This is an optimization exercise on Yosys and OpenROAD, whose aim is small area and a short achievable clock period, not a production implementation. Only simulation tests tie the RTL to the original design; equivalence was not proved. No activity file was given, so power comes from the tool's default toggle rates.

### flow/config.mk
export PLATFORM = sky130hd
export DESIGN_NAME = i_fetch
export DESIGN_NICKNAME = i_fetch
export VERILOG_FILES = /design/flow/design.v
export SDC_FILE = /design/flow/constraint.sdc
export NUM_CORES = 4
export LEC_CHECK = 0
export CAP_MARGIN = 20
export CORE_MARGIN = 2
export CORE_UTILIZATION = 45
export SLEW_MARGIN = 20
### flow/constraint.sdc
create_clock -name core_clock -period 4.0 [get_ports {clk}]
set_input_delay 0.8000 -clock core_clock [delete_from_list [all_inputs] [get_ports {clk}]]
set_output_delay 0.8000 -clock core_clock [all_outputs]
set_load 0.01 [all_outputs]
### flow/design.v
package i_fetch_pkg;
  localparam int unsigned      INSTR_W   = 32;
  localparam logic [INSTR_W-1:0] NOP_INSTR = '0;
  localparam logic [31:0]      PC_STEP   = 32'd4;
  typedef enum logic [1:0] {
    ACT_FETCH,
    ACT_HOLD,
    ACT_FLUSH,
    ACT_REDIRECT
  } fetch_act_e;
endpackage
module instr_mem
#(
  parameter int unsigned MEM_DEPTH = 128
) (
  input  logic                         clk,
  input  logic                         we,
  input  logic [$clog2(MEM_DEPTH)-1:0] waddr,
  input  logic [i_fetch_pkg::INSTR_W-1:0]           wdata,
  input  logic [29:0]                  raddr,
  output logic [i_fetch_pkg::INSTR_W-1:0]           rdata
);
  localparam int unsigned AW = $clog2(MEM_DEPTH);
  logic [i_fetch_pkg::INSTR_W-1:0] mem [MEM_DEPTH];
  always_ff @(posedge clk) begin
    if (we) mem[waddr] <= wdata;
  end
  always_comb begin
    rdata = i_fetch_pkg::NOP_INSTR;
    if ({2'b00, raddr} < 32'(MEM_DEPTH)) rdata = mem[raddr[AW-1:0]];
  end
endmodule
module i_fetch
#(
  parameter int unsigned MEM_DEPTH = 128,
  parameter logic [31:0] RESET_PC  = 32'h0000_0000
) (
  input  logic                         clk,
  input  logic                         rst_n,
  input  logic                         EX_MEM_PCSrc,
  input  logic [31:0]                  EX_MEM_NPC,
  input  logic                         stall,
  input  logic                         flush,
  input  logic                         imem_we,
  input  logic [$clog2(MEM_DEPTH)-1:0] imem_waddr,
  input  logic [i_fetch_pkg::INSTR_W-1:0]           imem_wdata,
  output logic [31:0]                  pc_out,
  output logic [i_fetch_pkg::INSTR_W-1:0]           IF_ID_instrout,
  output logic [31:0]                  IF_ID_npcout,
  output logic                         IF_ID_valid
);
  i_fetch_pkg::fetch_act_e         act;
  logic [31:0]        npc;
  logic [i_fetch_pkg::INSTR_W-1:0] instr;
  logic [31:0]        pc_d;
  logic [i_fetch_pkg::INSTR_W-1:0] instr_d;
  logic [31:0]        npc_d;
  logic               valid_d;
  assign npc = pc_out + i_fetch_pkg::PC_STEP;
  instr_mem #(
    .MEM_DEPTH(MEM_DEPTH)
  ) u_imem (
    .clk   (clk),
    .we    (imem_we),
    .waddr (imem_waddr),
    .wdata (imem_wdata),
    .raddr (pc_out[31:2]),
    .rdata (instr)
  );
  always_comb begin
    if (EX_MEM_PCSrc) act = i_fetch_pkg::ACT_REDIRECT;
    else if (flush)   act = i_fetch_pkg::ACT_FLUSH;
    else if (stall)   act = i_fetch_pkg::ACT_HOLD;
    else              act = i_fetch_pkg::ACT_FETCH;
    pc_d    = pc_out;
    instr_d = IF_ID_instrout;
    npc_d   = IF_ID_npcout;
    valid_d = IF_ID_valid;
    unique case (act)
      i_fetch_pkg::ACT_REDIRECT: begin
        pc_d    = EX_MEM_NPC & ~32'h3;
        instr_d = i_fetch_pkg::NOP_INSTR;
        npc_d   = '0;
        valid_d = 1'b0;
      end
      i_fetch_pkg::ACT_FLUSH: begin
        pc_d    = npc;
        instr_d = i_fetch_pkg::NOP_INSTR;
        npc_d   = '0;
        valid_d = 1'b0;
      end
      i_fetch_pkg::ACT_HOLD: begin
      end
      i_fetch_pkg::ACT_FETCH: begin
        pc_d    = npc;
        instr_d = instr;
        npc_d   = npc;
        valid_d = 1'b1;
      end
      default: begin
      end
    endcase
  end
  always_ff @(posedge clk or negedge rst_n) begin
    if (!rst_n) begin
      pc_out         <= RESET_PC;
      IF_ID_instrout <= i_fetch_pkg::NOP_INSTR;
      IF_ID_npcout   <= '0;
      IF_ID_valid    <= 1'b0;
    end else begin
      pc_out         <= pc_d;
      IF_ID_instrout <= instr_d;
      IF_ID_npcout   <= npc_d;
      IF_ID_valid    <= valid_d;
    end
  end
endmodule
### flow/run.sh
#!/bin/bash
# synth_recipe.tcl (not shown) runs the flow's synth.tcl, then flattens the netlist and writes it again
# the make line also repeats each setting of config.mk as NAME=value (left out here)
make -C /OpenROAD-flow-scripts/flow DESIGN_CONFIG=/design/flow/config.mk WORK_HOME=/design/flow/orfs CLKGATE_MAP_FILE= SYNTH_SCRIPT=/design/flow/synth_recipe.tcl finish
==> impl_metrics.ini <==
[clocking]
cts_tree = built
clock_sinks = 4189
cts_buffer_depth = 4
clk_latency_ns = 0.98
clkTransAtPathRegs_ns = 0.06
cts_max_level = 5
cts_root_buf = clkbuf_16
cts_buffers = 424

[timing]
drv_slew = 0
rsz0062_at_grt = false
worst_pin_slew_ns = 1.186
relSlewSlack_pct = 20.95
skew_ns = 0.06457
setup_viol = 0
max_freq_mhz = 274.0
period_share_pct = 91.23
finalCriticalPeriod_ns = 3.649
hold_viol_final = 0

[setup_path]
cp-start-kind = flip-flop
slowest_stage = dfrtp_4
crit_top_cell = buf_12
cp_max_fo = 51
critPathLaunch = pc_out[3]
crit_path_max_incr_delay_ns = 0.77
cp.arrival_ns = 4.47
crit_chain = buf_12 > buf_12 > buf_12 > mux4_2 > a211oi_1 > a21oi_1 > nand4_1 > buf_4 > o21ai_1
r2r_start = pc_out[3]
required_ns = 4.82
rr_worst_depth = 9
endpoint_kind = flip-flop
path_class = flip-flop to flip-flop

[min_path]
min_delay_path_depth = 1
hold_path.class = input port to flip-flop
hp-start = imem_wdata[28]

[synthesis]
yosysSeqAreaShare_pct = 78.26
synth_most_common_cell = edfxtp_1
ys_types = 49
synth_top_cell_area_share_pct = 76.81
syn_area_per_cell_um2 = 21.82
synth_seq_cells = 4189
synth_area_mm2 = 0.1601
yosys_warnings = 2
synth_edf_count = 4096
yosysTopAreaCell = edfxtp_1
synthTopCellsByArea = edfxtp_1, mux4_2, mux2i_1, dfrtp_1, a22oi_1
synthArstFlopShare_pct = 2.220
synth_top_cells_by_count = edfxtp_1, mux4_2, mux2i_1, nand2_1, clkbuf_1
synth_ff_type = edfxtp_1
syn_inst = 7340

[route]
drtIter0Drc = 10923
vias_per_cell = 6.074
firstDrtPassIters = 5
wl_um = 439300
vias = 79628
wl_per_cell_um = 33.51
drc = 0
antenna_left = 0

[floorplan]
rows = 219
core_mm2 = 0.3551
fp.dieH_um = 600.5
initial_core_util_pct = 45.09
die_x_um = 600.5
die_area_mm2 = 0.3606
io_pins = 174

[global_routing]
antenna_found_initial = 48
gr-usage-all-layers_pct = 24.02
grt_max_degree = 129
first_global_vias = 79682
grt-ovfl-total = 0
grt_pass1_wl_um = 614000

[placement]
place_area_mm2 = 0.1724
portBuffers = 167
place_inst = 12314
place_hpwl_um = 254100
gp_congestion = 0.8547

[cells_and_area]
syn_to_final_growth_pct = 16.10
drive_gt1_share_pct = 27.03
design_area_mm2 = 0.1859
final_cells = 13109
nets = 8069
n_fill_cell = 27385

[pwr]
peakVddDrop_mv = 0.4215
power.leakage_nw = 57.94
powerDensity_mw_per_mm2 = 518.2

[outcome]
status = complete, no violations

[run]
cap_violations = 0
[worst max-delay path: cells and delay by family (launching register included)]
family | cells | cell delay [ns]
AO/OA/AOI/OAI | 3 | 0.96
flip-flops | 1 | 0.77
AND/OR/NAND/NOR | 1 | 0.14
multiplexers | 1 | 0.36
buffers and inverters | 4 | 1.14
[layout make-up]
class | instances | area, um2 | share of cell area [%]
diodes | 18 | 45.04 | 0.02423
clock buffers | 532 | 11270 | 6.063
clock inverters | 243 | 2150 | 1.156
inverters | 5 | 18.77 | 0.01010
multi-input cells | 2713 | 33630 | 18.09
flip-flops and latches | 4189 | 125300 | 67.42
well taps | 4751 | 5944 | 3.197
repair buffers | 658 | 7510 | 4.039
[registers in the layout (all words and copies together), names as in the netlist]
name	count
IF_ID_instrout	32
IF_ID_npcout	30
IF_ID_valid	1
pc_out	30
u_imem.mem	4096
[final timing paths]
path / endpoint / slack (ns)
setup / recovery: IF_ID_instrout[9] / 0.35
hold / removal: u_imem.mem[104][28] / 0.35
setup reg to reg: IF_ID_instrout[9] / 0.35
hold reg to reg: IF_ID_npcout[5] / 0.48
max in group asynchronous: IF_ID_valid / 2.44
min in group asynchronous: IF_ID_instrout[23] / 0.52
[report_power, final]
group	internal, W	leakage, nW	switching (W)
Sequential	0.0484	38.1	0.000181
Clock	0.0220	6.57	0.0165
Combinational	0.00378	13.3	0.00554
Total	0.0741	57.9	0.0222
[metal layers]
metal / share of wire, % / up-vias / track usage, %
met4: 3.7 / 12 / 8.187
met3: 8.2 / 601 / 3.654
met5: 0.019 / - / 0
li1: - / 32349 / -
met1: 40 / 42926 / 33.74
met2: 48 / 3740 / 38.68
[through the flow]
step / setup TNS [ns] / utilization, % / hold WS (ns) / setup WS [ns] / power, W
after floorplan: -2.553 / - / 0.5044 / -0.03866 / 0.05486
after global placement: 0 / 48.54 / 0.4655 / 0.2102 / 0.05870
after detailed placement: 0 / 48.54 / 0.4715 / 0.3993 / 0.05883
after CTS: 0 / 52.33 / 0.2855 / 0.2367 / 0.09696
after global routing: 0 / 52.34 / 0.3115 / 0.2142 / 0.09907
final: 0 / 52.35 / 0.3480 / 0.3509 / 0.09634
[logic make-up after synthesis]
group	count (synthesis)	share of synthesized area, %
and+or+nand+nor	636	1.810
AOI/OAI and AO/OA	731	3.124
DFF	4189	78.26
adders and majority gates	1	0.007812
buffers and inverters	441	1.378
xor gates and xnor gates	55	0.3008
muxes	1286	15.11
other	1	0.002342
[cells in the final DEF (no fill, tap or decap), types with 96 or more instances in the layout]
| master | instances |
|---|---|
| nor2_4 | 121 |
| clkbuf_16 | 429 |
| nand2_1 | 239 |
| clkdlybuf4s50_1 | 133 |
| mux2i_1 | 294 |
| mux4_2 | 896 |
| buf_4 | 342 |
| buf_12 | 176 |
| clkinv_1 | 103 |
| o22ai_1 | 128 |
| a22oi_1 | 160 |
| mux2_2 | 96 |
| edfxtp_1 | 4096 |
| a211oi_1 | 128 |
[repair_timing]
item                      CTS  global route
hold buffers                1             0
setup buffers               0             0
resized for setup           0             0
hold endpoints to repair   45             0

==> static timing again, ports no longer ideal <==
The flow's constraints put no driver on any port. The routed layout listed below was extracted and timed again, unchanged, in two steps.
Step 1 (the two cells are an assumption about what drives the block):
set clk [get_ports {clk}]
set_driving_cell -lib_cell sky130_fd_sc_hd__clkbuf_16 $clk
set_driving_cell -lib_cell sky130_fd_sc_hd__buf_2 [delete_from_list [all_inputs] $clk]
Step 2 times the ports against the registers' clock, not the clock port: input delays grow and output delays shrink by t, the midpoint of the rising clock arrivals with the driver on.
Slacks: ideal / step 1 / step 2; pairs: ideal / step 1.
t, ns: 1.051
setup slack, ns: 0.351 / 0.269 / 0.203
clock arrival spread, ns: 0.067 / 0.067
After both steps setup and hold are still met in this run. For this run, drivers alone change the setup slack by -0.082 ns; drivers and shift together by -0.148 ns.
